Source: an optimization exercise on an open RTL-to-GDS flow (aim: small area, a short achievable clock period and few clock cycles). Production flows keep margins and buffers that such runs may drop. At most, simulation tests tie the RTL to the original design; equivalence was not proved. No functional check of the RTL was part of runs 4 and 5. Power is estimated from default activity; no workload was simulated.

`flow/config.mk`:
```
export PLATFORM = sky130hd
export DESIGN_NAME = mvm_top
export DESIGN_NICKNAME = mvm_top
export VERILOG_FILES = /design/flow/design.v
export SDC_FILE = /design/flow/constraint.sdc
export NUM_CORES = 4
export LEC_CHECK = 0
export ABC_CLOCK_PERIOD_IN_PS = 2500
export CAP_MARGIN = 20
export CORE_MARGIN = 2
export CORE_UTILIZATION = 40
export SETUP_SLACK_MARGIN = 4.5
export SLEW_MARGIN = 20
```
`flow/constraint.sdc`:
```
create_clock -name core_clock -period 7.0 [get_ports {clk}]
set_input_delay 1.4000 -clock core_clock [delete_from_list [all_inputs] [get_ports {clk}]]
set_output_delay 1.4000 -clock core_clock [all_outputs]
set_load 0.01 [all_outputs]
```
`flow/design.v`:
```
`timescale 1ns/100ps
`default_nettype none
module operand_store (
	input  logic                        clk,
	input  logic                        rst,
	input  logic                        mat_we,
	input  logic                        vec_we,
	input  logic [2:0]                  wr_row,
	input  logic [2:0]                  wr_col,
	input  logic [8-1:0]      wr_data,
	input  logic                        start,     
	input  logic [3:0]                  start_n,   
	input  logic                        f_v,
	input  logic [2:0]                  f_row,
	input  logic                        f_half,
	output logic                        op_v,
	output logic                        op_h,
	output logic [2:0]                  op_row,
	output logic [4*8-1:0]    op_mat,    
	output logic [4*8-1:0]    op_vec     
);
	logic [8-1:0] mat [8*8];
	logic [8-1:0] vec [8];
	logic [8-1:0] vsnap [8];
	logic [8-1:0]  mrow_ok;
	logic                   vec_ok;
	always_ff @(posedge clk or negedge rst)
	begin
		if (!rst)
		begin
			mrow_ok <= '0;
			vec_ok  <= 1'b0;
		end
		else
		begin
			if (mat_we)
				mrow_ok[wr_row] <= 1'b1;
			if (vec_we)
				vec_ok <= 1'b1;
		end
	end
	always_ff @(posedge clk)
	begin
		for (int r = 0; r < 8; r++)
			for (int c = 0; c < 8; c++)
				if (mat_we && (wr_row == 3'(r)) && ((wr_col == 3'(c)) || !mrow_ok[r]))
					mat[r*8+c] <= (wr_col == 3'(c)) ? wr_data : '0;
		for (int c = 0; c < 8; c++)
			if (vec_we && ((wr_col == 3'(c)) || !vec_ok))
				vec[c] <= (wr_col == 3'(c)) ? wr_data : '0;
	end
	always_ff @(posedge clk)
	begin
		for (int c = 0; c < 8; c++)
			if (start)
				vsnap[c] <= (vec_ok && (4'(c) < start_n)) ? vec[c] : '0;
	end
	always_ff @(posedge clk or negedge rst)
	begin
		if (!rst)
			op_v <= 1'b0;
		else
			op_v <= f_v;
	end
	always_ff @(posedge clk)
	begin
		op_h   <= f_half;
		op_row <= f_row;
		for (int k = 0; k < 4; k++)
		begin
			op_mat[k*8 +: 8] <= mrow_ok[f_row] ? mat[{f_row, f_half, 2'(k)}] : '0;
			op_vec[k*8 +: 8] <= vsnap[{f_half, 2'(k)}];
		end
	end
endmodule
`default_nettype wire
`timescale 1ns/100ps
`default_nettype none
module mul_cs (
	input  logic [7:0]  a,
	input  logic [7:0]  b,
	output logic [15:0] s,
	output logic [15:0] c
);
	logic [7:0][15:0] pp;
	logic [5:0][15:0] l1;
	logic [3:0][15:0] l2;
	logic [2:0][15:0] l3;
	always_comb
	begin
		for (int i = 0; i < 8; i++)
			pp[i] = {8'd0, a & {8{b[i]}}} << i;
		l1[0] = pp[0] ^ pp[1] ^ pp[2];
		l1[1] = ((pp[0] & pp[1]) | (pp[0] & pp[2]) | (pp[1] & pp[2])) << 1;
		l1[2] = pp[3] ^ pp[4] ^ pp[5];
		l1[3] = ((pp[3] & pp[4]) | (pp[3] & pp[5]) | (pp[4] & pp[5])) << 1;
		l1[4] = pp[6];
		l1[5] = pp[7];
		l2[0] = l1[0] ^ l1[1] ^ l1[2];
		l2[1] = ((l1[0] & l1[1]) | (l1[0] & l1[2]) | (l1[1] & l1[2])) << 1;
		l2[2] = l1[3] ^ l1[4] ^ l1[5];
		l2[3] = ((l1[3] & l1[4]) | (l1[3] & l1[5]) | (l1[4] & l1[5])) << 1;
		l3[0] = l2[0] ^ l2[1] ^ l2[2];
		l3[1] = ((l2[0] & l2[1]) | (l2[0] & l2[2]) | (l2[1] & l2[2])) << 1;
		l3[2] = l2[3];
		s = l3[0] ^ l3[1] ^ l3[2];
		c = ((l3[0] & l3[1]) | (l3[0] & l3[2]) | (l3[1] & l3[2])) << 1;
	end
endmodule
module csa8 (
	input  logic [7:0][18-1:0] x,
	output logic [18-1:0] s,
	output logic [18-1:0] c
);
	logic [5:0][18-1:0] l1;
	logic [3:0][18-1:0] l2;
	logic [2:0][18-1:0] l3;
	always_comb
	begin
		l1[0] = x[0] ^ x[1] ^ x[2];
		l1[1] = ((x[0] & x[1]) | (x[0] & x[2]) | (x[1] & x[2])) << 1;
		l1[2] = x[3] ^ x[4] ^ x[5];
		l1[3] = ((x[3] & x[4]) | (x[3] & x[5]) | (x[4] & x[5])) << 1;
		l1[4] = x[6];
		l1[5] = x[7];
		l2[0] = l1[0] ^ l1[1] ^ l1[2];
		l2[1] = ((l1[0] & l1[1]) | (l1[0] & l1[2]) | (l1[1] & l1[2])) << 1;
		l2[2] = l1[3] ^ l1[4] ^ l1[5];
		l2[3] = ((l1[3] & l1[4]) | (l1[3] & l1[5]) | (l1[4] & l1[5])) << 1;
		l3[0] = l2[0] ^ l2[1] ^ l2[2];
		l3[1] = ((l2[0] & l2[1]) | (l2[0] & l2[2]) | (l2[1] & l2[2])) << 1;
		l3[2] = l2[3];
		s = l3[0] ^ l3[1] ^ l3[2];
		c = ((l3[0] & l3[1]) | (l3[0] & l3[2]) | (l3[1] & l3[2])) << 1;
	end
endmodule
module proc_element (
	input  logic                        clk,
	input  logic                        rst,
	input  logic                        flush,
	input  logic                        op_v,
	input  logic                        op_h,
	input  logic [2:0]                  op_row,
	input  logic [4*8-1:0]    op_mat,
	input  logic [4*8-1:0]    op_vec,
	output logic                        a_v,
	output logic                        a_h,
	output logic [2:0]                  a_row,
	output logic [20-1:0]       a_sum      
);
	logic [3:0][15:0]       ps;
	logic [3:0][15:0]       pc;
	logic [3:0][15:0]       ps_q;
	logic [3:0][15:0]       pc_q;
	logic                   v1, h1;
	logic [2:0]             row1;
	logic [7:0][18-1:0] x;
	logic [18-1:0] s2, c2;
	logic [18-1:0] s2_q, c2_q;
	logic [18-1:0] acc;
	for (genvar k = 0; k < 4; k++)
	begin : g_mul
		mul_cs u_mul (
			.a (op_mat[k*8 +: 8]),
			.b (op_vec[k*8 +: 8]),
			.s (ps[k]),
			.c (pc[k])
		);
	end
	always_ff @(posedge clk or negedge rst)
	begin
		if (!rst)
			v1 <= 1'b0;
		else
			v1 <= op_v & ~flush;
	end
	always_ff @(posedge clk)
	begin
		h1   <= op_h;
		row1 <= op_row;
		ps_q <= ps;
		pc_q <= pc;
	end
	always_comb
	begin
		for (int k = 0; k < 4; k++)
		begin
			x[2*k]   = 18'(ps_q[k]);
			x[2*k+1] = 18'(pc_q[k]);
		end
	end
	csa8 u_csa8 (.x(x), .s(s2), .c(c2));
	always_ff @(posedge clk or negedge rst)
	begin
		if (!rst)
			a_v <= 1'b0;
		else
			a_v <= v1 & ~flush;
	end
	always_ff @(posedge clk)
	begin
		a_h   <= h1;
		a_row <= row1;
		s2_q  <= s2;
		c2_q  <= c2;
	end
	assign a_sum = (a_h ? 20'(acc) : '0) + 20'(s2_q) + 20'(c2_q);
	always_ff @(posedge clk)
	begin
		if (a_v && !a_h)
			acc <= a_sum[18-1:0];
	end
endmodule
`default_nettype wire
`timescale 1ns/100ps
`default_nettype none
module seq_ctrl (
	input  logic                   clk,
	input  logic                   rst,
	input  logic                   cmd_req,
	input  logic [17-1:0]  cmd,
	input  logic                   a_v,
	input  logic                   a_h,
	input  logic [2:0]             a_row,
	input  logic                   o_free,    
	output logic                   cmd_ack,
	output logic                   mat_we,
	output logic                   vec_we,
	output logic [2:0]             wr_row,
	output logic [2:0]             wr_col,
	output logic [8-1:0] wr_data,
	output logic                   start,
	output logic [3:0]             start_n,
	output logic                   f_v,
	output logic [2:0]             f_row,
	output logic                   f_half,
	output logic                   flush,
	output logic                   commit
);
	logic [17-1:0] cq;       
	logic                  pend;     
	logic [1:0]            op;
	logic [3:0]            rn;
	logic                  run_ok;
	logic                  apply;
	logic                  mhaz;
	logic                  busy;     
	logic                  fa;       
	logic [2:0]            rf;       
	logic                  hf;       
	logic [2:0]            nm1;      
	logic [2:0]            rc;       
	logic                  fb;       
	assign op     = cq[16:15];
	assign rn     = cq[4:1];
	assign run_ok = (op == 2'd2) && (rn != 4'd0) && (rn <= 4'(8));
	assign wr_row  = cq[14:12];
	assign wr_col  = cq[11:9];
	assign wr_data = cq[8:1];
	assign fb    = ~fa | ({rf, hf} != {rc, 1'b0});
	assign mhaz  = busy && ({wr_row, wr_col[2]} >= {rc, fb});
	assign apply = pend && !((op == 2'd0) && mhaz) && !(run_ok && busy);
	assign mat_we  = apply && (op == 2'd0);
	assign vec_we  = apply && (op == 2'd1);
	assign start   = apply && run_ok;
	assign start_n = rn;
	assign commit = a_v & a_h & o_free;
	assign flush  = a_v & a_h & ~o_free;
	assign f_v    = fa & ~flush;
	assign f_row  = rf;
	assign f_half = hf;
	always_ff @(posedge clk)
	begin
		if (!pend)
			cq <= cmd;
	end
	always_ff @(posedge clk or negedge rst)
	begin
		if (!rst)
		begin
			cmd_ack <= 1'b0;
			pend    <= 1'b0;
		end
		else
		begin
			if (cmd_ack)
				cmd_ack <= cmd_req;
			else if (cmd_req && !pend)
				cmd_ack <= 1'b1;
			if (pend)
				pend <= !apply;
			else
				pend <= cmd_req && !cmd_ack;
		end
	end
	always_ff @(posedge clk or negedge rst)
	begin
		if (!rst)
		begin
			busy <= 1'b0;
			fa   <= 1'b0;
		end
		else
		begin
			if (start)
				busy <= 1'b1;
			else if (commit && (a_row == nm1))
				busy <= 1'b0;
			if (flush || start)
				fa <= 1'b1;
			else if (fa && hf && (rf == nm1))
				fa <= 1'b0;
		end
	end
	always_ff @(posedge clk)
	begin
		if (flush)
		begin
			rf <= a_row;    
			hf <= 1'b1;
		end
		else if (start)
		begin
			rf <= 3'd0;
			hf <= 1'b0;
		end
		else if (fa)
		begin
			hf <= ~hf;
			if (hf)
				rf <= rf + 3'd1;
		end
		if (start)
		begin
			nm1 <= 3'(rn - 4'd1);
			rc  <= 3'd0;
		end
		else if (commit)
			rc <= rc + 3'd1;
	end
endmodule
`default_nettype wire
`timescale 1ns/100ps
`default_nettype none
module result_buffer (
	input  logic                    clk,
	input  logic                    rst,
	input  logic                    commit,    
	input  logic [2:0]              row,
	input  logic [20-1:0]   value,
	input  logic                    res_ack,
	output logic                    o_free,
	output logic                    res_req,
	output logic [23-1:0]   res        
);
	logic held;    
	assign o_free = ~res_req & ~held;
	always_ff @(posedge clk or negedge rst)
	begin
		if (!rst)
		begin
			res_req <= 1'b0;
			held    <= 1'b0;
		end
		else
		begin
			if (res_req)
				res_req <= ~res_ack;
			else
				res_req <= ~res_ack & (held | commit);
			held <= ~res_req & res_ack & (held | commit);
		end
	end
	always_ff @(posedge clk)
	begin
		if (commit)
			res <= {row, value};
	end
endmodule
`default_nettype wire
`timescale 1ns/100ps
`default_nettype none
module mvm_top (
	input  logic                   clk,
	input  logic                   rst,
	input  logic                   cmd_req,
	input  logic [17-1:0]  cmd,      
	input  logic                   res_ack,
	output logic                   cmd_ack,
	output logic                   res_req,
	output logic [23-1:0]  res       
);
	logic                      mat_we;
	logic                      vec_we;
	logic [2:0]                wr_row;
	logic [2:0]                wr_col;
	logic [8-1:0]    wr_data;
	logic                      start;
	logic [3:0]                start_n;
	logic                      f_v;
	logic [2:0]                f_row;
	logic                      f_half;
	logic                      flush;
	logic                      commit;
	logic                      op_v;
	logic                      op_h;
	logic [2:0]                op_row;
	logic [4*8-1:0]  op_mat;
	logic [4*8-1:0]  op_vec;
	logic                      a_v;
	logic                      a_h;
	logic [2:0]                a_row;
	logic [20-1:0]     a_sum;
	logic                      o_free;
	seq_ctrl u_seq_ctrl (
		.clk     (clk),
		.rst     (rst),
		.cmd_req (cmd_req),
		.cmd     (cmd),
		.a_v     (a_v),
		.a_h     (a_h),
		.a_row   (a_row),
		.o_free  (o_free),
		.cmd_ack (cmd_ack),
		.mat_we  (mat_we),
		.vec_we  (vec_we),
		.wr_row  (wr_row),
		.wr_col  (wr_col),
		.wr_data (wr_data),
		.start   (start),
		.start_n (start_n),
		.f_v     (f_v),
		.f_row   (f_row),
		.f_half  (f_half),
		.flush   (flush),
		.commit  (commit)
	);
	operand_store u_operand_store (
		.clk     (clk),
		.rst     (rst),
		.mat_we  (mat_we),
		.vec_we  (vec_we),
		.wr_row  (wr_row),
		.wr_col  (wr_col),
		.wr_data (wr_data),
		.start   (start),
		.start_n (start_n),
		.f_v     (f_v),
		.f_row   (f_row),
		.f_half  (f_half),
		.op_v    (op_v),
		.op_h    (op_h),
		.op_row  (op_row),
		.op_mat  (op_mat),
		.op_vec  (op_vec)
	);
	proc_element u_proc_element (
		.clk    (clk),
		.rst    (rst),
		.flush  (flush),
		.op_v   (op_v),
		.op_h   (op_h),
		.op_row (op_row),
		.op_mat (op_mat),
		.op_vec (op_vec),
		.a_v    (a_v),
		.a_h    (a_h),
		.a_row  (a_row),
		.a_sum  (a_sum)
	);
	result_buffer u_result_buffer (
		.clk     (clk),
		.rst     (rst),
		.commit  (commit),
		.row     (a_row),
		.value   (a_sum),
		.res_ack (res_ack),
		.o_free  (o_free),
		.res_req (res_req),
		.res     (res)
	);
endmodule
`default_nettype wire
```
`flow/run.sh`:
```
#!/bin/bash
# synth_recipe.tcl (not shown) runs the flow's synth.tcl, then flattens the netlist and writes it again
# the make line also repeats each setting of config.mk as NAME=value (left out here)
make -C /OpenROAD-flow-scripts/flow DESIGN_CONFIG=/design/flow/config.mk WORK_HOME=/design/flow/orfs CLKGATE_MAP_FILE= SYNTH_SCRIPT=/design/flow/synth_recipe.tcl finish
```
==> metrics.cfg, run 1 <==
[run_status]
status = no timing/DRC/antenna violations

[synthesis]
ys_seq_elements = 939
yosysWarnings = 9
syn-cell-area_um2 = 42700
synth_edf_count = 703
synthDistinctLibCells = 97
synth_nets = 3341
seq_area_frac_synth = 0.608
yosys.area.top_type = edfxtp_1
avgSynthCellArea_um2 = 14.4
syn_inst = 2971
synth_flop_cell = edfxtp_1
ys_async_sr_fraction = 0.0192
yosys.area.top_type_share = 0.495
yosys-top-cells-area = edfxtp_1 (49%), fa_1 (11%), dfxtp_1 (10%)

[route]
viasPerCell = 5.78
vias = 27862
final_antenna_net_count = 0
drc = 0
postRouteWirelength_um = 142000
first_pass_iters = 6
drtIter0Drc = 3906
wire_per_inst_um = 29.4

[worst_setup_path]
cpMostUsedCell = buf_6
critical-path-slowest-cell = inv_1
path_max_fanout = 7
max_stage_delay_ns = 0.50
start_kind = register
critPathCaptureType = register
critPathKind = register to register
crit_chain = inv_1, ha_1, nand2b_4, a21o_1, a21oi_4, buf_6, o211ai_4, buf_6, a211oi_4, buf_4
path_delay_family = buffers and inverters
critical_path_arrival_ns = 3.54
crit_required_ns = 7.39
path_buf_inv = 4

[power]
p_leak_nw = 20.5
ir_worst_vdd_mv = 0.352
fin_total_pwr_mw = 23.0
power.density_nw_per_um2 = 421

[cts]
cts_tree = yes
h-tree-depth = 3
clk_latency_ns = 0.71
holdBufCountCts = 0
cts_buffers = 97
clk_pin_slew_ns = 0.06
clk_path_buf_depth = 3
cts_root_buffer = clkbuf_16
cts.sinks = 939

[global_routing]
grt_pass1_vias = 27655
use_met3 = 0.0701
grt_max_degree = 46
grt_pass1_wl_um = 193000
use_met1 = 0.320
use_met2 = 0.386
antenna_found_initial = 8
track_usage = 0.250
top_usage_layer = met2
overflow = 0

[placed_design]
portBuffers = 44
post-dp-hpwl_um = 86000
gp_congestion = 0.913

[finish]
drive_gt1_frac = 0.337
final_common_cell = edfxtp_1
fin_nets = 3710
layout_common_cells = edfxtp_1 (703), and2_1 (260), inv_1 (199), fa_1 (173), buf_4 (151)
syn_to_final_growth_pct = 28.0

[sta]
hold_slack_ns = 0.327
setup_viol = 0
fmax_ghz = 0.317
final_max_slew_viol_count = 0
hold_viol = 0
period_minus_slack_ns = 3.15
rsz0062_at_grt = true
tightest_slew_ns = 1.02
fin_tns_setup_ns = 0
slew-limit-headroom = 0.323
fin_skew_ns = 0.0581
min_period_over_period = 0.450

[floorplan]
fp.dieW_um = 331
initial_utilization = 0.404
rows = 119
die_area_um2 = 109000
core_area_um2 = 106000
io_pins = 46
die_h_um = 331

[min_path]
hp-class = register to register

[run]
cap_violations = 0

==> repair_timing <==
| item | CTS | global route |
|---|---|---|
| setup endpoints to repair | 914 | 774 |
| gates resized for setup | 490 | 310 |
| cloned | 14 | 11 |
| pin swaps | 169 | 170 |
| setup buffers | 204 | 73 |
==> worst paths after layout <==
check	endpoint	from	slack, ns	depth (start not counted)
max	u_operand_store.mat[61][3]	u_seq_ctrl.cq[11]	3.85	10
min	u_proc_element.a_row[1]	u_proc_element.row1[1]	0.33	0
min in group asynchronous	u_seq_ctrl.fa	rst	0.69	1
min reg2reg	u_proc_element.a_row[1]	u_proc_element.row1[1]	0.33	0
max in group asynchronous	u_operand_store.vec_ok	rst	5.90	1
max reg2reg	u_operand_store.mat[61][3]	u_seq_ctrl.cq[11]	3.85	10
==> per-stage QoR <==
| stage | setup slack, ns | utilization | std cells | instance area (um^2) |
|---|---|---|---|---|
| after floorplan | 2.94 | - | 2971 | 43600 |
| after global placement | 3.28 | 0.430 | 4329 | 45400 |
| after detailed placement | 3.27 | 0.430 | 4329 | 45400 |
| after CTS | 4.00 | 0.497 | 4729 | 52500 |
| after global routing | 3.86 | 0.517 | 4814 | 54600 |
| final | 3.85 | 0.517 | 4820 | 54600 |
==> worst register-to-register path, cell delays in order, from the launching register on <==
cell,delay (ns)
edfxtp_1,0.48
inv_1,0.50
ha_1,0.34
nand2b_4,0.13
a21o_1,0.17
a21oi_4,0.21
buf_6,0.14
o211ai_4,0.16
buf_6,0.26
a211oi_4,0.26
buf_4,0.20
==> layer usage <==
layer  part of all wire  vias up  wire, um
met1               0.36    13894     51300
met2               0.44     1996     63000
li1                   -    11418         -
met3               0.13      546     17900
met5            0.00042        -        59
met4              0.066        8      9410
==> synthesized netlist by cell type, types with 7 or more instances <==
cell type and n:
a221oi_1 32, mux2i_1 47, xnor2_1 15, nor2_1 67
a21oi_1 81, o22ai_1 26, nand3_1 29, a22oi_1 59
o221ai_1 8, buf_6 17, o21ai_0 61, a21o_1 10
a211oi_1 50, nor3_1 24, edfxtp_1 703, a22o_1 33
a31oi_1 23, a31o_2 8, buf_4 23, o211ai_1 8
nor2b_1 33, and3_1 18, and2_1 321, inv_1 250
mux2_2 51, a211oi_2 7, nand2_1 112, a32o_1 15
o21a_1 11, a32oi_1 8, fa_1 239, ha_1 110
dfrtp_1 18, dfxtp_1 218, clkbuf_1 34, nand2b_1 12
buf_2 41, xor2_1 11
==> area by class of cell <==
type,instances,area (um^2)
fillers,8579,51000
flip-flops and latches,939,26100
multi-input cells,1651,17600
repair buffers,394,4820
clock buffers,137,2830
well taps,1391,1740
inverters,257,980
clock inverters,45,500
diodes,6,15.0
==> cells by family (layout without fill, tap and decap cells) <==
kind of cell | Yosys count | count (layout) | synth area share
xor+xnor | 26 | 26 | 0.00534
compound gates | 503 | 503 | 0.0864
simple gates | 668 | 669 | 0.0882
buf+inv | 382 | 833 | 0.0403
flops | 939 | 939 | 0.608
fa+ha+maj | 349 | 349 | 0.144
other cells | 0 | 6 | 0
mux | 104 | 104 | 0.0277
==> flip-flops by register name, indices dropped and copies added, names as in the netlist, 8 cells and up <==
| signal | flops |
|---|---|
| u_operand_store.mat | 512 |
| u_operand_store.op_mat | 32 |
| u_seq_ctrl.cq | 16 |
| u_operand_store.mrow_ok | 8 |
| u_proc_element.acc | 18 |
| u_proc_element.s2_q | 18 |
| u_proc_element.c2_q | 16 |
| u_operand_store.op_vec | 32 |
| u_proc_element.pc_q | 44 |
| u_operand_store.vec | 64 |
| u_result_buffer.res | 23 |
| u_operand_store.vsnap | 64 |
| u_proc_element.ps_q | 60 |
==> where the power goes <==
part	internal [mW]	switching [mW]
Combinational	4.21	6.18
Clock	3.10	2.26
Sequential	6.80	0.477
Testbench counts, summed over its fixed seeds: cycles 9,990.
==> run 2, diff against run 1 <==
--- a/flow/config.mk
+++ b/flow/config.mk
@@ -11,3 +11,3 @@
 export CORE_UTILIZATION = 40
-export SETUP_SLACK_MARGIN = 4.5
+export SETUP_SLACK_MARGIN = 3
 export SLEW_MARGIN = 20
==> metrics.cfg, run 2 <==
[sta]
tightest_slew_ns = 1.20  ; +0.183 ns
setup_viol = 0  ; unchanged
min_period_over_period = 0.588  ; +0.138
period_minus_slack_ns = 4.12  ; +0.966 ns
slew-limit-headroom = 0.201  ; -0.122
fin_skew_ns = 0.0353  ; -0.0228 ns
fin_tns_setup_ns = 0  ; unchanged
hold_viol = 0  ; unchanged
fmax_ghz = 0.243  ; -23%
final_max_slew_viol_count = 0  ; unchanged
rsz0062_at_grt = true

[finish]
final_common_cell = edfxtp_1
reg.largest.list = u_operand_store.mat (512), u_operand_store.vec (64), u_operand_store.vsnap (64)
largest_register = u_operand_store.mat
fill_cells = 9297  ; +8.4%
fin_nets = 3431  ; -7.5%
largest_register_ffs = 512  ; unchanged
layout_common_cells = edfxtp_1 (703), and2_1 (321), inv_1 (250), fa_1 (239), dfxtp_1 (217)
instances_no_fill = 4531  ; -6.0%
fin_util = 0.455  ; -0.0621
drive_gt1_frac = 0.110  ; -0.228
syn_to_final_growth_pct = 12.7

[cts]
cts_tree = yes
h-tree-depth = 3  ; unchanged
holdBufCountCts = 0  ; unchanged
clk_latency_ns = 0.68  ; -0.03 ns
cts.sinks = 939  ; unchanged
clk_path_buf_depth = 3  ; unchanged
post-cts-setup-buffers = 0  ; -100%
cts_root_buffer = clkbuf_16
clk_pin_slew_ns = 0.06  ; about the same
cts_buffers = 95  ; -2.1%

[route]
postRouteWirelength_um = 123000  ; -13%
drc = 0  ; unchanged
final_antenna_net_count = 0  ; unchanged
drtIter0Drc = 2936  ; -25%
vias = 25442  ; -8.7%
viasPerCell = 5.62  ; -2.9%
first_pass_iters = 5  ; -1
wire_per_inst_um = 27.1  ; -7.8%

[synthesis]
seq_area_frac_synth = 0.608  ; unchanged
syn_inst = 2971  ; unchanged
yosys.area.top_type_share = 0.495  ; unchanged
yosys-top-cells-area = edfxtp_1 (49%), fa_1 (11%), dfxtp_1 (10%)
synthDistinctLibCells = 97  ; unchanged
ys_async_sr_fraction = 0.0192  ; unchanged
avgSynthCellArea_um2 = 14.4  ; unchanged
synth_most_common_cell = edfxtp_1
synth_common_cells = edfxtp_1 (703), and2_1 (321), inv_1 (250), fa_1 (239), dfxtp_1 (218)
ys_seq_elements = 939  ; unchanged
synth_flop_cell = edfxtp_1
syn-cell-area_um2 = 42700  ; unchanged
synth_edf_count = 703  ; unchanged
synth_nets = 3341  ; unchanged
yosys.area.top_type = edfxtp_1
yosysWarnings = 9  ; unchanged

[min_path]
worstHoldStart = u_operand_store.op_row[1]
hold_depth = 0  ; unchanged
hp-class = register to register
hold_end = u_proc_element.row1[1]

[worst_setup_path]
path_max_fanout = 24  ; +17
crit_required_ns = 7.29  ; -0.10 ns
critPathCaptureType = register
critPathKind = register to register
start_kind = register
r2r_slack_ns = 2.88  ; -0.97 ns
critical_path_arrival_ns = 4.40  ; +0.86 ns
rr_startpoint = u_seq_ctrl.cq[11]
r2r-end = u_operand_store.mat[23][2]
rr_worst_depth = 7  ; -3

[global_routing]
overflow = 0  ; unchanged
grt_pass1_wl_um = 178000  ; -8.0%
track_usage = 0.227  ; -0.0229
grt_pass1_vias = 25558  ; -7.6%
grt_max_degree = 91  ; +98%
antenna_found_initial = 4  ; -4

[placed_design]
post-dp-hpwl_um = 82900  ; -3.6%
dp_cells = 4354  ; +0.58%
portBuffers = 44  ; unchanged
gp_congestion = 0.886  ; -2.9%

[floorplan]
initial_utilization = 0.404  ; unchanged
core_area_um2 = 106000  ; unchanged
die_h_um = 331  ; unchanged
fp.dieW_um = 331  ; unchanged
die_area_um2 = 109000  ; unchanged
io_pins = 46  ; unchanged
rows = 119  ; unchanged

[run_status]
status = no timing/DRC/antenna violations

[power]
ir_worst_vdd_mv = 0.274  ; -22%
p_leak_nw = 18.2  ; -11%
power.density_nw_per_um2 = 407  ; -3.4%

[run]
cap_violations = 0  ; unchanged

-- run 2: worst max path at each step --
| stage | startpoint | end | slack [ns] | cells past startpoint |
|---|---|---|---|---|
| 6_report | u_seq_ctrl.cq[11] | u_operand_store.mat[23][2] | 2.88 | 7 |
| 5_1_grt | u_seq_ctrl.cq[11] | u_operand_store.mat[15][0] | 2.90 | 7 |
| 4_1_cts | u_seq_ctrl.cq[11] | u_operand_store.mat[23][2] | 3.03 | 7 |
| 3_5_place_dp | u_seq_ctrl.cq[11] | u_operand_store.mat[23][4] | 3.05 | 7 |
| 3_3_place_gp | u_seq_ctrl.cq[11] | u_operand_store.mat[28][7] | 3.03 | 7 |
| 2_1_floorplan | u_seq_ctrl.cq[2] | u_seq_ctrl.rf[0] | 2.94 | 7 |
-- run 2: repair_timing --
action                                  4_1_cts  5_1_grt
endpoints found under the hold margin         0        0
endpoints found under the setup margin        0       47
resized for setup                             0        3
-- run 2: critical path: stages (launching register included) --
cell,delay (ns)
edfxtp_1,0.67
inv_1,0.35
ha_1,0.37
nand2b_1,0.17
a21o_1,0.20
a21oi_2,0.47
o211ai_4,0.41
a211oi_2,1.06
-- run 2: stage by stage --
| step | hold WS (ns) | total power, mW | setup slack (ns) | area, um^2 |
|---|---|---|---|---|
| after floorplan | 0.310 | 11.6 | 2.94 | 42700 |
| after global placement | 0.311 | 14.2 | 3.03 | 44800 |
| after detailed placement | 0.312 | 14.3 | 3.05 | 44800 |
| after CTS | 0.326 | 19.5 | 3.03 | 48000 |
| after global routing | 0.333 | 20.5 | 2.90 | 48100 |
| final | 0.326 | 19.6 | 2.88 | 48100 |
-- run 2: cell families after synthesis --
family | count (synthesis) | synth area share
flops | 939 | 0.608
simple gates | 668 | 0.0882
compound gates | 503 | 0.0864
buf+inv | 382 | 0.0403
fa+ha+maj | 349 | 0.144
mux | 104 | 0.0277
xor+xnor | 26 | 0.00534
-- run 2: layer usage --
| layer | vias to the layer above | track usage | wire length, um |
|---|---|---|---|
| li1 | 10879 | - | - |
| met1 | 12908 | 0.309 | 50000 |
| met2 | 1373 | 0.357 | 56000 |
| met3 | 280 | 0.0507 | 12100 |
| met4 | 2 | 0.0828 | 4660 |
| met5 | - | 0 | 22 |
-- run 2: final cells by class --
type | count | area, um^2 | share of cell area
well taps | 1391 | 1740 | 0.0362
clock buffers | 114 | 2550 | 0.0531
multi-input cells | 1650 | 15200 | 0.315
clock inverters | 61 | 674 | 0.0140
repair buffers | 118 | 1030 | 0.0215
inverters | 257 | 967 | 0.0201
diodes | 1 | 2.50 | 0.0000521
flip-flops and latches | 939 | 25900 | 0.540
-- run 2: report_power, final --
group / internal [mW] / switching (mW)
Clock: 3.06 / 2.20
Combinational: 2.37 / 4.53
Sequential: 6.76 / 0.654
==> run 3, diff against run 2 <==
--- a/flow/config.mk
+++ b/flow/config.mk
@@ -7,3 +7,2 @@
 export LEC_CHECK = 0
-export ABC_CLOCK_PERIOD_IN_PS = 2500
 export CAP_MARGIN = 20
@@ -11,3 +10,2 @@
 export CORE_UTILIZATION = 40
-export SETUP_SLACK_MARGIN = 3
 export SLEW_MARGIN = 20
==> metrics.cfg, run 3 <==
[global_routing]
grt_pass1_vias = 25404  ; -0.60%
antenna_found_initial = 12  ; +8
overflow = 0  ; unchanged
grt_max_degree = 86  ; -5.5%
grt_pass1_wl_um = 176000  ; -1.0%
track_usage = 0.225  ; -0.00186

[sta]
hold_viol = 0  ; unchanged
setup_viol = 0  ; unchanged
tightest_slew_ns = 1.23  ; +0.0282 ns
fin_tns_setup_ns = 0  ; unchanged
fmax_ghz = 0.242  ; -0.35%
period_minus_slack_ns = 4.13  ; +0.0147 ns
rsz0062_at_grt = false
final_max_slew_viol_count = 0  ; unchanged
fin_skew_ns = 0.0373  ; +0.00202 ns
slew-limit-headroom = 0.182  ; -0.0188
min_period_over_period = 0.590  ; +0.00209

[worst_setup_path]
r2r_slack_ns = 2.87  ; about the same
crit_chain = inv_1, ha_1, nand2b_1, a21o_1, a21oi_2, o211ai_4, a211oi_2
critical-path-slowest-cell = a211oi_2
critPathKind = register to register
crit_required_ns = 7.29  ; about the same
path_max_fanout = 24  ; unchanged
rr_worst_depth = 7  ; unchanged
r2r-end = u_operand_store.mat[15][0]
start_kind = register
rr_startpoint = u_seq_ctrl.cq[11]
crit_start = u_seq_ctrl.cq[11]
critPathCaptureType = register
critical_path_arrival_ns = 4.42  ; +0.02 ns
max_stage_delay_ns = 1.03  ; -0.03 ns

[finish]
reg.largest.list = u_operand_store.mat (512), u_operand_store.vec (64), u_operand_store.vsnap (64)
drive_gt1_frac = 0.106  ; -0.00357
syn_to_final_growth_pct = 12.0
regArea_um2 = 25900  ; unchanged
multiInputGateArea_um2 = 15100  ; -0.37%
largest_register_ffs = 512  ; unchanged
design_area_um2 = 47800  ; -0.59%
final_common_cell = edfxtp_1
layout_common_cells = edfxtp_1 (703), and2_1 (320), inv_1 (250), fa_1 (239), dfxtp_1 (217)
fill_cells = 9265  ; -0.34%
fin_nets = 3433  ; +0.058%
largest_register = u_operand_store.mat

[cts]
cts_resized = 0  ; unchanged
cts_root_buffer = clkbuf_16
holdBufCountCts = 0  ; unchanged
post-cts-setup-buffers = 0  ; unchanged
clk_pin_slew_ns = 0.06  ; about the same
cts.sinks = 939  ; unchanged
h-tree-depth = 3  ; unchanged
cts_tree = yes
cts_buffers = 95  ; unchanged
clk_path_buf_depth = 3  ; unchanged
clk_latency_ns = 0.68  ; about the same

[synthesis]
seq_area_frac_synth = 0.608  ; unchanged
synth_most_common_cell = edfxtp_1
yosys.area.top_type_share = 0.495  ; unchanged
ys_async_sr_fraction = 0.0192  ; unchanged
syn-cell-area_um2 = 42700  ; unchanged
yosys-top-cells-area = edfxtp_1 (49%), fa_1 (11%), dfxtp_1 (10%)
yosys.area.top_type = edfxtp_1
syn_inst = 2971  ; unchanged
synth_common_cells = edfxtp_1 (703), and2_1 (321), inv_1 (250), fa_1 (239), dfxtp_1 (218)
yosysWarnings = 9  ; unchanged
synth_nets = 3341  ; unchanged
synthDistinctLibCells = 97  ; unchanged
synth_edf_count = 703  ; unchanged
avgSynthCellArea_um2 = 14.4  ; unchanged
ys_seq_elements = 939  ; unchanged
synth_flop_cell = edfxtp_1

[min_path]
hold_depth = 0  ; unchanged
hold_end = u_proc_element.a_row[1]
hp-class = register to register
worstHoldStart = u_proc_element.row1[1]

[route]
postRouteWirelength_um = 122000  ; -1.0%
vias = 25349  ; -0.37%
wire_per_inst_um = 26.8  ; -1.1%
final_antenna_net_count = 0  ; unchanged
viasPerCell = 5.59  ; -0.43%
first_pass_iters = 5  ; unchanged
drtIter0Drc = 2965  ; +0.99%
drc = 0  ; unchanged

[floorplan]
die_area_um2 = 109000  ; unchanged
rows = 119  ; unchanged
io_pins = 46  ; unchanged
initial_utilization = 0.404  ; unchanged
core_area_um2 = 106000  ; unchanged
fp.dieW_um = 331  ; unchanged
die_h_um = 331  ; unchanged

[placed_design]
post-dp-hpwl_um = 83100  ; +0.31%
place_area_um2 = 44800  ; about the same
gp_congestion = 0.885  ; -0.15%
portBuffers = 44  ; unchanged

[run_status]
status = no timing/DRC/antenna violations

[run]
cap_violations = 0  ; unchanged

[power]
power.density_nw_per_um2 = 401  ; -1.5%
ir_worst_vdd_mv = 0.285  ; +3.8%
p_leak_nw = 18.1  ; -0.76%

run 3: cell counts after synthesis:
No cell type changed its count.
run 3: worst max-delay path by stage:
stage,slack (ns),cells after the start,endpoint
finish,2.87,7,u_operand_store.mat[15][0]
global route,2.83,7,u_operand_store.mat[15][0]
CTS,2.96,7,u_operand_store.mat[57][1]
detailed placement,2.97,7,u_operand_store.mat[23][2]
global placement,3.02,7,u_operand_store.mat[57][7]
floorplan,2.73,7,u_seq_ctrl.rf[0]
run 3: through the flow:
stage	setup WS (ns)	total power, mW	hold WS, ns	util	cells
detailed placement	2.97	14.3	0.312	0.424	4356
global route	2.83	20.1	0.338	0.453	4532
global placement	3.02	14.2	0.310	0.424	4356
floorplan	2.73	11.6	0.310	-	2971
finish	2.87	19.2	0.326	0.453	4534
CTS	2.96	19.1	0.325	0.452	4531
run 3: cell type report:
| cell class | count | share of cell area |
|---|---|---|
| Inverter | 257 | 0.0202 |
| Timing Repair Buffer | 120 | 0.0217 |
| Clock buffer | 130 | 0.0555 |
| Antenna cell | 2 | 0.000105 |
| Multi-Input combinational cell | 1650 | 0.316 |
| Sequential cell | 939 | 0.543 |
| Tap cell | 1391 | 0.0364 |
| Clock inverter | 45 | 0.00718 |
run 3: cell families (layout without fill, tap and decap cells):
| group | after synthesis | in the layout | synth area share |
|---|---|---|---|
| adders and majority gates | 349 | 349 | 0.144 |
| and+or+nand+nor | 668 | 668 | 0.0882 |
| xor gates and xnor gates | 26 | 26 | 0.00534 |
| AOI/OAI and AO/OA | 503 | 503 | 0.0864 |
| DFF | 939 | 939 | 0.608 |
| other | 0 | 2 | 0 |
| buffers and inverters | 382 | 552 | 0.0403 |
| muxes | 104 | 104 | 0.0277 |
run 3: layer usage:
metal	share of wire	global-route usage	up-vias	wire length (um)
met5	0.00021	0	-	25
met4	0.037	0.0855	4	4540
met3	0.099	0.0537	263	12000
met2	0.46	0.351	1407	55700
met1	0.41	0.305	12804	49200
li1	-	-	10871	-
run 3: power breakdown:
group	switching, mW	leakage [nW]	internal [mW]
sequential	0.660	8.56	6.76
clock	2.15	1.46	2.77
combinational	4.47	8.05	2.36
run 3: worst max-delay path: cells and delay by family, from the launching register on:
family	cells	cell delay (ns)
AO/OA/AOI/OAI	4	2.05
flip-flops	1	0.75
buffers and inverters	1	0.37
adder cells (fa/ha/maj)	1	0.37
AND/OR/NAND/NOR	1	0.16
==> run 4, diff against run 3 <==
--- a/flow/design.v
+++ b/flow/design.v
@@ -140,2 +140,3 @@
 	input  logic                        flush,
+	input  logic                        commit,
 	input  logic                        op_v,
@@ -206,7 +207,11 @@
 	end
-	assign a_sum = (a_h ? 20'(acc) : '0) + 20'(s2_q) + 20'(c2_q);
-	always_ff @(posedge clk)
+	assign a_sum = 20'(acc) + 20'(s2_q) + 20'(c2_q);
+	always_ff @(posedge clk or negedge rst)
 	begin
-		if (a_v && !a_h)
+		if (!rst)
+			acc <= '0;
+		else if (a_v && !a_h)
 			acc <= a_sum[18-1:0];
+		else if (commit)
+			acc <= '0;
 	end
@@ -253,2 +258,5 @@
 	logic                  fb;       
+	logic                  qv;       
+	logic [3:0]            qn;       
+	logic                  qgo;      
 	assign op     = cq[16:15];
@@ -261,7 +269,21 @@
 	assign mhaz  = busy && ({wr_row, wr_col[2]} >= {rc, fb});
-	assign apply = pend && !((op == 2'd0) && mhaz) && !(run_ok && busy);
-	assign mat_we  = apply && (op == 2'd0);
-	assign vec_we  = apply && (op == 2'd1);
-	assign start   = apply && run_ok;
-	assign start_n = rn;
+	assign qgo   = qv && !busy;
+	assign apply = pend && !((op == 2'd0) && (mhaz || qv))
+	                    && !((op == 2'd1) && qv && busy)
+	                    && !(run_ok && qv);
+	always_ff @(posedge clk or negedge rst)
+	begin
+		if (!rst)
+		begin
+			mat_we <= 1'b0;
+			vec_we <= 1'b0;
+		end
+		else
+		begin
+			mat_we <= apply && (op == 2'd0);
+			vec_we <= apply && (op == 2'd1);
+		end
+	end
+	assign start   = qgo || (apply && run_ok && !busy);
+	assign start_n = qv ? qn : rn;
 	assign commit = a_v & a_h & o_free;
@@ -301,2 +323,3 @@
 			fa   <= 1'b0;
+			qv   <= 1'b0;
 		end
@@ -304,2 +327,6 @@
 		begin
+			if (qgo)
+				qv <= 1'b0;
+			else if (apply && run_ok && busy)
+				qv <= 1'b1;
 			if (start)
@@ -332,5 +359,7 @@
 		end
+		if (!qv)
+			qn <= rn;
 		if (start)
 		begin
-			nm1 <= 3'(rn - 4'd1);
+			nm1 <= 3'(start_n - 4'd1);
 			rc  <= 3'd0;
@@ -460,2 +489,3 @@
 		.flush  (flush),
+		.commit (commit),
 		.op_v   (op_v),
--- a/flow/config.mk
+++ b/flow/config.mk
@@ -7,5 +7,7 @@
 export LEC_CHECK = 0
+export ABC_CLOCK_PERIOD_IN_PS = 2500
 export CAP_MARGIN = 20
 export CORE_MARGIN = 2
-export CORE_UTILIZATION = 40
+export CORE_UTILIZATION = 65
+export SETUP_SLACK_MARGIN = 4.5
 export SLEW_MARGIN = 20
==> metrics.cfg, run 4 <==
[synthesis]
synth_edf_count = 685  ; -2.6%
avgSynthCellArea_um2 = 14.5  ; +0.68%
synth_mux_area_frac = 0.0157  ; -0.0119
synth_fa_ha_area_frac = 0.146  ; +0.00110
ys_async_sr_fraction = 0.0412  ; +0.0221
synth_most_common_cell = edfxtp_1
syn-cell-area_um2 = 41600  ; -2.6%
synth_common_cells = edfxtp_1 (685), and2_1 (309), inv_1 (254), fa_1 (224), dfxtp_1 (222)
yosys.area.top_type_share = 0.495  ; about the same
yosysWarnings = 9  ; unchanged
synthXorXnorAreaFrac = 0.00906  ; +0.00372
synth_top_family_by_area = adder cells
synthDistinctLibCells = 69  ; -29%
ys_seq_elements = 946  ; +0.75%
yosys-top-cells-area = edfxtp_1 (49%), fa_1 (11%), dfxtp_1 (11%)
synth_flop_cell = edfxtp_1
synth_nets = 3245  ; -2.9%
yosys.area.top_type = edfxtp_1
syn_inst = 2875  ; -3.2%
synth_compound_area_frac = 0.0844  ; -0.00200
synth-simple-area-share = 0.0871  ; -0.00111
seq_area_frac_synth = 0.625  ; +0.0176

[finish]
layout_common_cells = edfxtp_1 (685), and2_1 (260), inv_1 (189), fa_1 (158), buf_4 (157)
design_area_um2 = 49400  ; +3.4%
fin_nets = 3518  ; +2.5%
final_common_cell = edfxtp_1
largest_register_ffs = 512  ; unchanged
reg.largest.list = u_operand_store.mat (512), u_operand_store.vec (64), u_operand_store.vsnap (64)
largest_register = u_operand_store.mat
drive_gt1_frac = 0.268  ; +0.162
syn_to_final_growth_pct = 18.9

[min_path]
hp-class = register to register
hold_depth = 0  ; unchanged

[worst_setup_path]
cpMostUsedCell = a21o_1
path_max_fanout = 3  ; -88%
crit_required_ns = 7.38  ; +0.09 ns
max_stage_delay_ns = 0.39  ; -0.64 ns
worst-path-stages = 15  ; +8
start_kind = register
path_delay_family = compound AO/OA/AOI/OAI gates
critPathKind = register to register
critical_path_arrival_ns = 4.35  ; -0.07 ns
critPathCaptureType = register
rr_worst_depth = 15  ; +8
critical-path-slowest-cell = or3b_4
path_buf_inv = 0  ; -1
crit_chain = ha_2, fa_2, a21o_1, a21oi_4, o21ai_4, or3b_4, xor2_2, ha_1, a21o_1, a221oi_2, and2b_1, a21o_1, a21oi_4, a311o_1, and2_1

[route]
wire_per_inst_um = 28.7  ; +6.9%
postRouteWirelength_um = 117000  ; -4.1%
first_pass_iters = 6  ; +1
vias = 25996  ; +2.6%
drtIter0Drc = 3247  ; +9.5%
drc = 0  ; unchanged
viasPerCell = 6.39  ; +14%
final_antenna_net_count = 0  ; unchanged

[global_routing]
track_usage = 0.353  ; +0.129
grt_pass1_wl_um = 169000  ; -4.3%
antenna_found_initial = 5  ; -7
overflow = 0  ; unchanged
grt_pass1_vias = 26464  ; +4.2%
grt_max_degree = 45  ; -48%

[sta]
rsz0062_at_grt = true
final_max_slew_viol_count = 0  ; unchanged
slew-limit-headroom = 0.275  ; +0.0929
hold_viol = 0  ; unchanged
min_period_over_period = 0.566  ; -0.0238
period_minus_slack_ns = 3.96  ; -0.167 ns
tightest_slew_ns = 1.08  ; -0.151 ns
fmax_ghz = 0.252  ; +4.2%
setup_viol = 0  ; unchanged
fin_tns_setup_ns = 0  ; unchanged
fin_skew_ns = 0.0477  ; +0.0104 ns

[cts]
h-tree-depth = 3  ; unchanged
cts_buffers = 94  ; -1.1%
cts_tree = yes
clk_path_buf_depth = 3  ; unchanged
cts.sinks = 946  ; +0.75%
clk_latency_ns = 0.67  ; about the same
cts_root_buffer = clkbuf_16
holdBufCountCts = 0  ; unchanged
clk_pin_slew_ns = 0.06  ; about the same

[placed_design]
portBuffers = 44  ; unchanged
gp_congestion = 0.893  ; +0.93%
post-dp-hpwl_um = 73800  ; -11%
place_area_um2 = 43400  ; -3.0%

[floorplan]
core_area_um2 = 63200  ; -40%
fp.dieW_um = 257  ; -22%
initial_utilization = 0.658  ; +0.254
die_h_um = 257  ; -22%
rows = 92  ; -23%
die_area_um2 = 66000  ; -40%
io_pins = 46  ; unchanged

[power]
power.density_nw_per_um2 = 444  ; +11%
ir_worst_vdd_mv = 0.293  ; +2.8%
p_leak_nw = 19.1  ; +5.7%

[run_status]
status = no timing/DRC/antenna violations

[run]
cap_violations = 0  ; unchanged

-- run 4: cell count changes in the layout (fill, tap and decap cells not counted), moves of 45 or more --
| cell | delta |
|---|---|
| and2_4 | +48 |
| fa_1 | -81 |
| inv_2 | +60 |
| inv_1 | -61 |
| dfxtp_1 | -65 |
| buf_4 | +84 |
| and2_1 | -60 |
| o21ai_0 | -45 |
| fa_2 | +66 |
-- run 4: kinds of logic after synthesis --
group / after synthesis
AOI/OAI and AO/OA: 483
xor gates and xnor gates: 43
adders and majority gates: 349
buffers and inverters: 346
DFF: 946
muxes: 56
and+or+nand+nor: 652
-- run 4: path summary, 6_finish.rpt --
path                                            from                    endpoint  slack, ns
min reg2reg                u_operand_store.op_row[2]      u_proc_element.row1[2]       0.33
max                            u_proc_element.acc[0]     u_result_buffer.res[17]       3.04
max reg2reg                    u_proc_element.acc[0]     u_result_buffer.res[17]       3.04
max in group asynchronous                        rst  u_operand_store.mrow_ok[5]       5.84
min                        u_operand_store.op_row[2]      u_proc_element.row1[2]       0.33
min in group asynchronous                        rst       u_proc_element.acc[2]       0.75
-- run 4: layer usage --
layer / up-vias / global-route usage / wire length [um]
li1: 10877 / - / -
met1: 12928 / 0.438 / 39800
met2: 1716 / 0.569 / 55200
met3: 473 / 0.0811 / 13000
met4: 2 / 0.219 / 8600
met5: - / 0 / 18
-- run 4: power by group --
| part | leakage, nW | total (mW) | switching (mW) | internal, mW |
|---|---|---|---|---|
| Sequential | 8.70 | 7.88 | 0.771 | 7.11 |
| Clock | 1.50 | 5.04 | 2.12 | 2.92 |
| Combinational | 8.90 | 9.00 | 5.36 | 3.63 |
| Total | 19.1 | 21.9 | 8.25 | 13.7 |
-- run 4: cell type report --
cell class / instances / area (um^2)
Sequential cell: 946 / 26200
Multi-Input combinational cell: 1589 / 15700
Fill cell: 3531 / 13800
Clock buffer: 122 / 2560
Timing Repair Buffer: 262 / 2400
Tap cell: 846 / 1060
Inverter: 255 / 962
Clock inverter: 48 / 538
Antenna cell: 1 / 2.50
-- run 4: stage by stage --
| step | hold slack, ns | instances | setup slack, ns | power [mW] | util |
|---|---|---|---|---|---|
| floorplan | 0.310 | 2875 | 3.28 | 12.3 | - |
| global placement | 0.312 | 3736 | 2.89 | 14.9 | 0.686 |
| detailed placement | 0.316 | 3738 | 2.91 | 15.1 | 0.687 |
| CTS | 0.331 | 4009 | 2.97 | 21.1 | 0.762 |
| global route | 0.336 | 4068 | 2.91 | 22.9 | 0.782 |
| finish | 0.329 | 4069 | 3.04 | 21.9 | 0.782 |
-- run 4: timing repair --
item / 4_1_cts / 5_1_grt
setup endpoints to repair: 607 / 493
cloned: 8 / 1
pin swaps: 133 / 99
resized for setup: 408 / 172
buffers inserted: 93 / 58
hold endpoints to repair: 0 / 0
==> run 5, diff against run 4 <==
--- a/flow/design.v
+++ b/flow/design.v
@@ -19,3 +19,3 @@
 	output logic [4*8-1:0]    op_mat,    
-	output logic [4*8-1:0]    op_vec     
+	output logic [4*13-1:0]             op_vec     
 );
@@ -64,2 +64,20 @@
 	end
+	logic [8-1:0] vsel [4];
+	logic [12:0]            vdig [4];
+	always_comb
+	begin
+		for (int k = 0; k < 4; k++)
+		begin
+			logic [8:0] b;
+			vsel[k] = mrow_ok[f_row] ? vsnap[{f_half, 2'(k)}] : '0;
+			b = {vsel[k], 1'b0};
+			for (int i = 0; i < 4; i++)
+			begin
+				vdig[k][i]   = b[2*i+1] ^ b[2*i];                                           
+				vdig[k][4+i] = (b[2*i+2] & ~b[2*i+1] & ~b[2*i]) | (~b[2*i+2] & b[2*i+1] & b[2*i]);  
+				vdig[k][8+i] = b[2*i+2] & ~(b[2*i+1] & b[2*i]);                              
+			end
+			vdig[k][12] = b[8];
+		end
+	end
 	always_ff @(posedge clk)
@@ -70,4 +88,4 @@
 		begin
-			op_mat[k*8 +: 8] <= mrow_ok[f_row] ? mat[{f_row, f_half, 2'(k)}] : '0;
-			op_vec[k*8 +: 8] <= vsnap[{f_half, 2'(k)}];
+			op_mat[k*8 +: 8] <= mat[{f_row, f_half, 2'(k)}];
+			op_vec[k*13 +: 13] <= vdig[k];
 		end
@@ -79,40 +97,42 @@
 module mul_cs (
-	input  logic [7:0]  a,
-	input  logic [7:0]  b,
-	output logic [15:0] s,
-	output logic [15:0] c
+	input  logic [7:0]              a,
+	input  logic [12:0]             bd,    
+	output logic [18-1:0]  s,
+	output logic [18-1:0]  c
 );
-	logic [7:0][15:0] pp;
-	logic [5:0][15:0] l1;
-	logic [3:0][15:0] l2;
-	logic [2:0][15:0] l3;
+	logic [4:0][18-1:0] r;
+	logic [8:0]                  ax;     
+	logic [8:0]                  m;
+	logic [18-1:0]      l1s, l1c, l2s, l2c;
 	always_comb
 	begin
-		for (int i = 0; i < 8; i++)
-			pp[i] = {8'd0, a & {8{b[i]}}} << i;
-		l1[0] = pp[0] ^ pp[1] ^ pp[2];
-		l1[1] = ((pp[0] & pp[1]) | (pp[0] & pp[2]) | (pp[1] & pp[2])) << 1;
-		l1[2] = pp[3] ^ pp[4] ^ pp[5];
-		l1[3] = ((pp[3] & pp[4]) | (pp[3] & pp[5]) | (pp[4] & pp[5])) << 1;
-		l1[4] = pp[6];
-		l1[5] = pp[7];
-		l2[0] = l1[0] ^ l1[1] ^ l1[2];
-		l2[1] = ((l1[0] & l1[1]) | (l1[0] & l1[2]) | (l1[1] & l1[2])) << 1;
-		l2[2] = l1[3] ^ l1[4] ^ l1[5];
-		l2[3] = ((l1[3] & l1[4]) | (l1[3] & l1[5]) | (l1[4] & l1[5])) << 1;
-		l3[0] = l2[0] ^ l2[1] ^ l2[2];
-		l3[1] = ((l2[0] & l2[1]) | (l2[0] & l2[2]) | (l2[1] & l2[2])) << 1;
-		l3[2] = l2[3];
-		s = l3[0] ^ l3[1] ^ l3[2];
-		c = ((l3[0] & l3[1]) | (l3[0] & l3[2]) | (l3[1] & l3[2])) << 1;
+		ax = {1'b0, a};
+		r  = '0;
+		for (int i = 0; i < 4; i++)
+		begin
+			for (int j = 0; j < 9; j++)
+				m[j] = ((bd[i] & ax[j]) | (bd[4+i] & ((j == 0) ? 1'b0 : ax[j-1]))) ^ bd[8+i];
+			r[i] = 18'({~bd[8+i], m}) << (2*i);
+			if (i > 0)
+				r[i][2*i-2] = bd[8+i-1];        
+		end
+		r[4] = 18'(a & {8{bd[12]}}) << 8;
+		r[4][6] = bd[11];
+		l1s = r[0] ^ r[1] ^ r[2];
+		l1c = ((r[0] & r[1]) | (r[0] & r[2]) | (r[1] & r[2])) << 1;
+		l2s = l1s ^ l1c ^ r[3];
+		l2c = ((l1s & l1c) | (l1s & r[3]) | (l1c & r[3])) << 1;
+		s   = l2s ^ l2c ^ r[4];
+		c   = ((l2s & l2c) | (l2s & r[4]) | (l2c & r[4])) << 1;
 	end
 endmodule
-module csa8 (
-	input  logic [7:0][18-1:0] x,
-	output logic [18-1:0] s,
-	output logic [18-1:0] c
+module csa9 (
+	input  logic [7:0][20-1:0] x,
+	input  logic [20-1:0]      k,
+	output logic [20-1:0]      s,
+	output logic [20-1:0]      c
 );
-	logic [5:0][18-1:0] l1;
-	logic [3:0][18-1:0] l2;
-	logic [2:0][18-1:0] l3;
+	logic [5:0][20-1:0] l1;
+	logic [3:0][20-1:0] l2;
+	logic [2:0][20-1:0] l3;
 	always_comb
@@ -123,4 +143,4 @@
 		l1[3] = ((x[3] & x[4]) | (x[3] & x[5]) | (x[4] & x[5])) << 1;
-		l1[4] = x[6];
-		l1[5] = x[7];
+		l1[4] = x[6] ^ x[7] ^ k;
+		l1[5] = ((x[6] & x[7]) | (x[6] & k) | (x[7] & k)) << 1;
 		l2[0] = l1[0] ^ l1[1] ^ l1[2];
@@ -145,3 +165,3 @@
 	input  logic [4*8-1:0]    op_mat,
-	input  logic [4*8-1:0]    op_vec,
+	input  logic [4*13-1:0]             op_vec,
 	output logic                        a_v,
@@ -151,11 +171,11 @@
 );
-	logic [3:0][15:0]       ps;
-	logic [3:0][15:0]       pc;
-	logic [3:0][15:0]       ps_q;
-	logic [3:0][15:0]       pc_q;
+	logic [3:0][18-1:0] ps;
+	logic [3:0][18-1:0] pc;
+	logic [3:0][18-1:0] ps_q;
+	logic [3:0][18-1:0] pc_q;
 	logic                   v1, h1;
 	logic [2:0]             row1;
-	logic [7:0][18-1:0] x;
-	logic [18-1:0] s2, c2;
-	logic [18-1:0] s2_q, c2_q;
+	logic [7:0][20-1:0] x;
+	logic [20-1:0]   s2, c2;
+	logic [20-1:0]   s2_q, c2_q;
 	logic [18-1:0] acc;
@@ -165,3 +185,3 @@
 			.a (op_mat[k*8 +: 8]),
-			.b (op_vec[k*8 +: 8]),
+			.bd (op_vec[k*13 +: 13]),
 			.s (ps[k]),
@@ -188,7 +208,7 @@
 		begin
-			x[2*k]   = 18'(ps_q[k]);
-			x[2*k+1] = 18'(pc_q[k]);
+			x[2*k]   = 20'(ps_q[k]);
+			x[2*k+1] = 20'(pc_q[k]);
 		end
 	end
-	csa8 u_csa8 (.x(x), .s(s2), .c(c2));
+	csa9 u_csa9 (.x(x), .k(20'hD5800), .s(s2), .c(c2));
 	always_ff @(posedge clk or negedge rst)
@@ -207,3 +227,3 @@
 	end
-	assign a_sum = 20'(acc) + 20'(s2_q) + 20'(c2_q);
+	assign a_sum = 20'(acc) + s2_q + c2_q;
 	always_ff @(posedge clk or negedge rst)
@@ -353,7 +373,6 @@
 		end
-		else if (fa)
+		else
 		begin
 			hf <= ~hf;
-			if (hf)
-				rf <= rf + 3'd1;
+			rf <= rf + {2'd0, hf};
 		end
@@ -437,3 +456,3 @@
 	logic [4*8-1:0]  op_mat;
-	logic [4*8-1:0]  op_vec;
+	logic [4*13-1:0]           op_vec;
 	logic                      a_v;
--- a/flow/config.mk
+++ b/flow/config.mk
@@ -7,3 +7,3 @@
 export LEC_CHECK = 0
-export ABC_CLOCK_PERIOD_IN_PS = 2500
+export ABC_CLOCK_PERIOD_IN_PS = 1500
 export CAP_MARGIN = 20
==> metrics.cfg, run 5 <==
[worst_setup_path]
crit_required_ns = 7.29  ; -0.09 ns
max_stage_delay_ns = 0.74  ; +0.35 ns
path_delay_family = compound AO/OA/AOI/OAI gates
start_kind = register
critical_path_arrival_ns = 2.97  ; -1.38 ns
crit_chain = inv_1, ha_1, ha_1, nand2_1, a21oi_2
crit_start = u_seq_ctrl.cq[13]
path_buf_inv = 1  ; +1
path_max_fanout = 8  ; +5
rr_startpoint = u_seq_ctrl.cq[13]
critPathCaptureType = register
critical-path-slowest-cell = a21oi_2
critPathKind = register to register
cpMostUsedCell = ha_1

[finish]
drive_gt1_frac = 0.211  ; -0.0569
final_common_cell = edfxtp_1
syn_to_final_growth_pct = 16.0
layout_common_cells = edfxtp_1 (682), a22oi_1 (174), fa_1 (157), dfxtp_1 (156), xnor2_1 (149)
design_area_um2 = 50000  ; +1.1%
fill_cells = 3962  ; +12%
largest_register = u_operand_store.mat
instances_no_fill = 4169  ; +2.5%
fin_nets = 3557  ; +1.1%
largest_register_ffs = 512  ; unchanged

[route]
vias = 26849  ; +3.3%
first_pass_iters = 7  ; +1
drtIter0Drc = 3481  ; +7.2%
wire_per_inst_um = 28.5  ; -0.39%
drc = 0  ; unchanged
final_antenna_net_count = 0  ; unchanged
postRouteWirelength_um = 119000  ; +2.1%
viasPerCell = 6.44  ; +0.80%

[power]
ir_worst_vdd_mv = 0.350  ; +20%
p_comb_frac = 0.487  ; +0.077
p_leak_nw = 18.5  ; -2.9%
sw_frac_of_total = 0.404  ; +0.0274
p_sw_mw = 11.4  ; +38%
power.density_nw_per_um2 = 565  ; +27%
fin_total_pwr_mw = 28.2  ; +29%
p_seq_frac = 0.322  ; -0.038
clkPwrFrac = 0.190  ; -0.040
internal-power_mw = 16.8  ; +23%

[sta]
slew-limit-headroom = 0.380  ; +0.105
fmax_ghz = 0.374  ; +48%
hold_viol = 0  ; unchanged
fin_ws_ns = 4.32  ; +1.29 ns
fin_tns_setup_ns = 0  ; unchanged
fin_skew_ns = 0.0341  ; -0.0135 ns
min_period_over_period = 0.382  ; -0.184
setup_viol = 0  ; unchanged
period_minus_slack_ns = 2.68  ; -1.29 ns
rsz0062_at_grt = true
tightest_slew_ns = 0.930  ; -0.146 ns
final_max_slew_viol_count = 0  ; unchanged

[synthesis]
synthXorXnorAreaFrac = 0.0350  ; +0.0259
synth_fa_ha_area_frac = 0.124  ; -0.0219
yosys.area.top_type = edfxtp_1
synth-simple-area-share = 0.0742  ; -0.0128
synth_edf_count = 682  ; -0.44%
yosys-top-cells-area = edfxtp_1 (48%), dfxtp_1 (12%), fa_1 (8.6%)
synth_flop_cell = edfxtp_1
synth_common_cells = edfxtp_1 (682), dfxtp_1 (260), a22oi_1 (192), fa_1 (186), inv_1 (159)
synth_top_family_by_area = adder cells
avgSynthCellArea_um2 = 13.8  ; -4.4%
syn_inst = 3116  ; +8.4%
synthDistinctLibCells = 66  ; -4.3%
ys_seq_elements = 981  ; +3.7%
synth_most_common_cell = edfxtp_1
yosysWarnings = 11  ; +2
syn-cell-area_um2 = 43100  ; +3.6%
ys_async_sr_fraction = 0.0398  ; -0.00147
seq_area_frac_synth = 0.619  ; -0.00634
yosys.area.top_type_share = 0.475  ; -0.0194
synth_nets = 3451  ; +6.3%
synth_compound_area_frac = 0.0948  ; +0.0105
synth_mux_area_frac = 0.0198  ; +0.00404

[global_routing]
grt_pass1_wl_um = 169000  ; +0.51%
grt_max_degree = 76  ; +69%
grt_pass1_vias = 26641  ; +0.67%
overflow = 0  ; unchanged
antenna_found_initial = 1  ; -4
track_usage = 0.343  ; -0.0109

[placed_design]
pre_cts_ws_ns = 3.34  ; +0.432 ns
place_area_um2 = 44400  ; +2.3%
portBuffers = 44  ; unchanged
gp_congestion = 0.898  ; +0.48%
dp_cells = 3893  ; +4.1%
post-dp-hpwl_um = 76300  ; +3.4%

[cts]
cts_buffers = 97  ; +3.2%
h-tree-depth = 3  ; unchanged
clk_path_buf_depth = 3  ; unchanged
clk_pin_slew_ns = 0.06  ; about the same
cts_tree = yes
cts.sinks = 981  ; +3.7%
cts_root_buffer = clkbuf_16
clk_latency_ns = 0.67  ; about the same

[floorplan]
fp.dieW_um = 261  ; +1.8%
rows = 94  ; +2.2%
core_area_um2 = 65600  ; +3.8%
initial_utilization = 0.656  ; -0.00138
die_h_um = 261  ; +1.8%
io_pins = 46  ; unchanged
die_area_um2 = 68300  ; +3.6%

[run]
cap_violations = 0  ; unchanged

[min_path]
hp-class = register to register
worstHoldStart = u_proc_element.row1[1]

[run_status]
status = no timing/DRC/antenna violations

run 5: cell type report:
type | count | area (um^2) | area share
Timing Repair Buffer | 202 | 1790 | 0.0359
Sequential cell | 981 | 26900 | 0.539
Clock buffer | 130 | 2710 | 0.0543
Antenna cell | 1 | 2.50 | 0.0000501
Tap cell | 864 | 1080 | 0.0216
Clock inverter | 51 | 612 | 0.0122
Multi-Input combinational cell | 1779 | 16200 | 0.325
Inverter | 161 | 617 | 0.0123
run 5: timing repair:
item                       4_1_cts  5_1_grt
hold buffers                     0        0
resized for setup              381      158
gates cloned                     2        5
pin swaps                       71       89
setup buffers                   28       59
setup endpoints to repair      632      360
run 5: cell families after synthesis:
group | after synthesis
buffers and inverters | 360
flip-flops | 981
multiplexers | 79
adder cells (fa/ha/maj) | 314
XOR/XNOR | 172
AND/OR/NAND/NOR | 625
AO/OA/AOI/OAI | 585
run 5: routing by layer:
layer / routed length (um) / global-route usage
met5: 0 / 0
met4: 7470 / 0.186
met3: 12500 / 0.0801
met2: 56100 / 0.543
met1: 43000 / 0.442
run 5: path summary, 6_finish.rpt:
path                       cells after the start  slack, ns                    endpoint
max                                            5       4.32   u_operand_store.mat[5][2]
min                                            0       0.32     u_proc_element.a_row[1]
max reg2reg                                    5       4.32   u_operand_store.mat[5][2]
min reg2reg                                    0       0.32     u_proc_element.a_row[1]
max in group asynchronous                      1       5.77      u_proc_element.acc[11]
min in group asynchronous                      1       0.74  u_operand_store.mrow_ok[3]
run 5: power groups by stage:
stage | clock, mW | sequential, mW | combinational, mW
floorplan | 0 | 8.22 | 8.58
global placement | 0 | 9.13 | 11.3
detailed placement | 0 | 9.17 | 11.7
CTS | 5.40 | 9.02 | 12.8
global route | 5.63 | 9.20 | 15.1
finish | 5.38 | 9.10 | 13.7
run 5: per-stage QoR:
| stage | util | hold slack, ns |
|---|---|---|
| 5_1_grt | 0.761 | 0.331 |
| 3_3_place_gp | 0.676 | 0.310 |
| 4_1_cts | 0.742 | 0.321 |
| 6_report | 0.761 | 0.322 |
| 2_1_floorplan | - | 0.310 |
| 3_5_place_dp | 0.677 | 0.312 |

[static timing again, ports no longer ideal]
Ports are ideal in the flow. The routed layouts listed here were re-timed in OpenROAD.
Step 1 sets driving cells, clkbuf_16 on the clock port and buf_2 on the other inputs (assumed; they add their load-dependent delay and slew).
Step 2 times the ports against the registers' clock, not the clock port: input delays grow and output delays shrink by t, the midpoint of the rising clock arrivals with the driver on.
Three values: ideal ports, drivers, drivers and shift; two values: the first two.
run | t, ns | slack for setup (ns) | worst register clock-pin slew, ns | cell pins on the clock port's net
run 1 | 0.748 | 3.850 / 3.850 / 3.850 | 0.07 / 0.07 | 1
run 2 | 0.732 | 2.884 / 2.884 / 2.884 | 0.07 / 0.07 | 1
run 3 | 0.738 | 2.870 / 2.870 / 2.870 | 0.07 / 0.07 | 1
run 4 | 0.713 | 3.036 / 3.036 / 3.036 | 0.07 / 0.07 | 1
run 5 | 0.726 | 4.323 / 4.323 / 4.323 | 0.07 / 0.07 | 1
After both steps setup and hold are still met in every run listed.
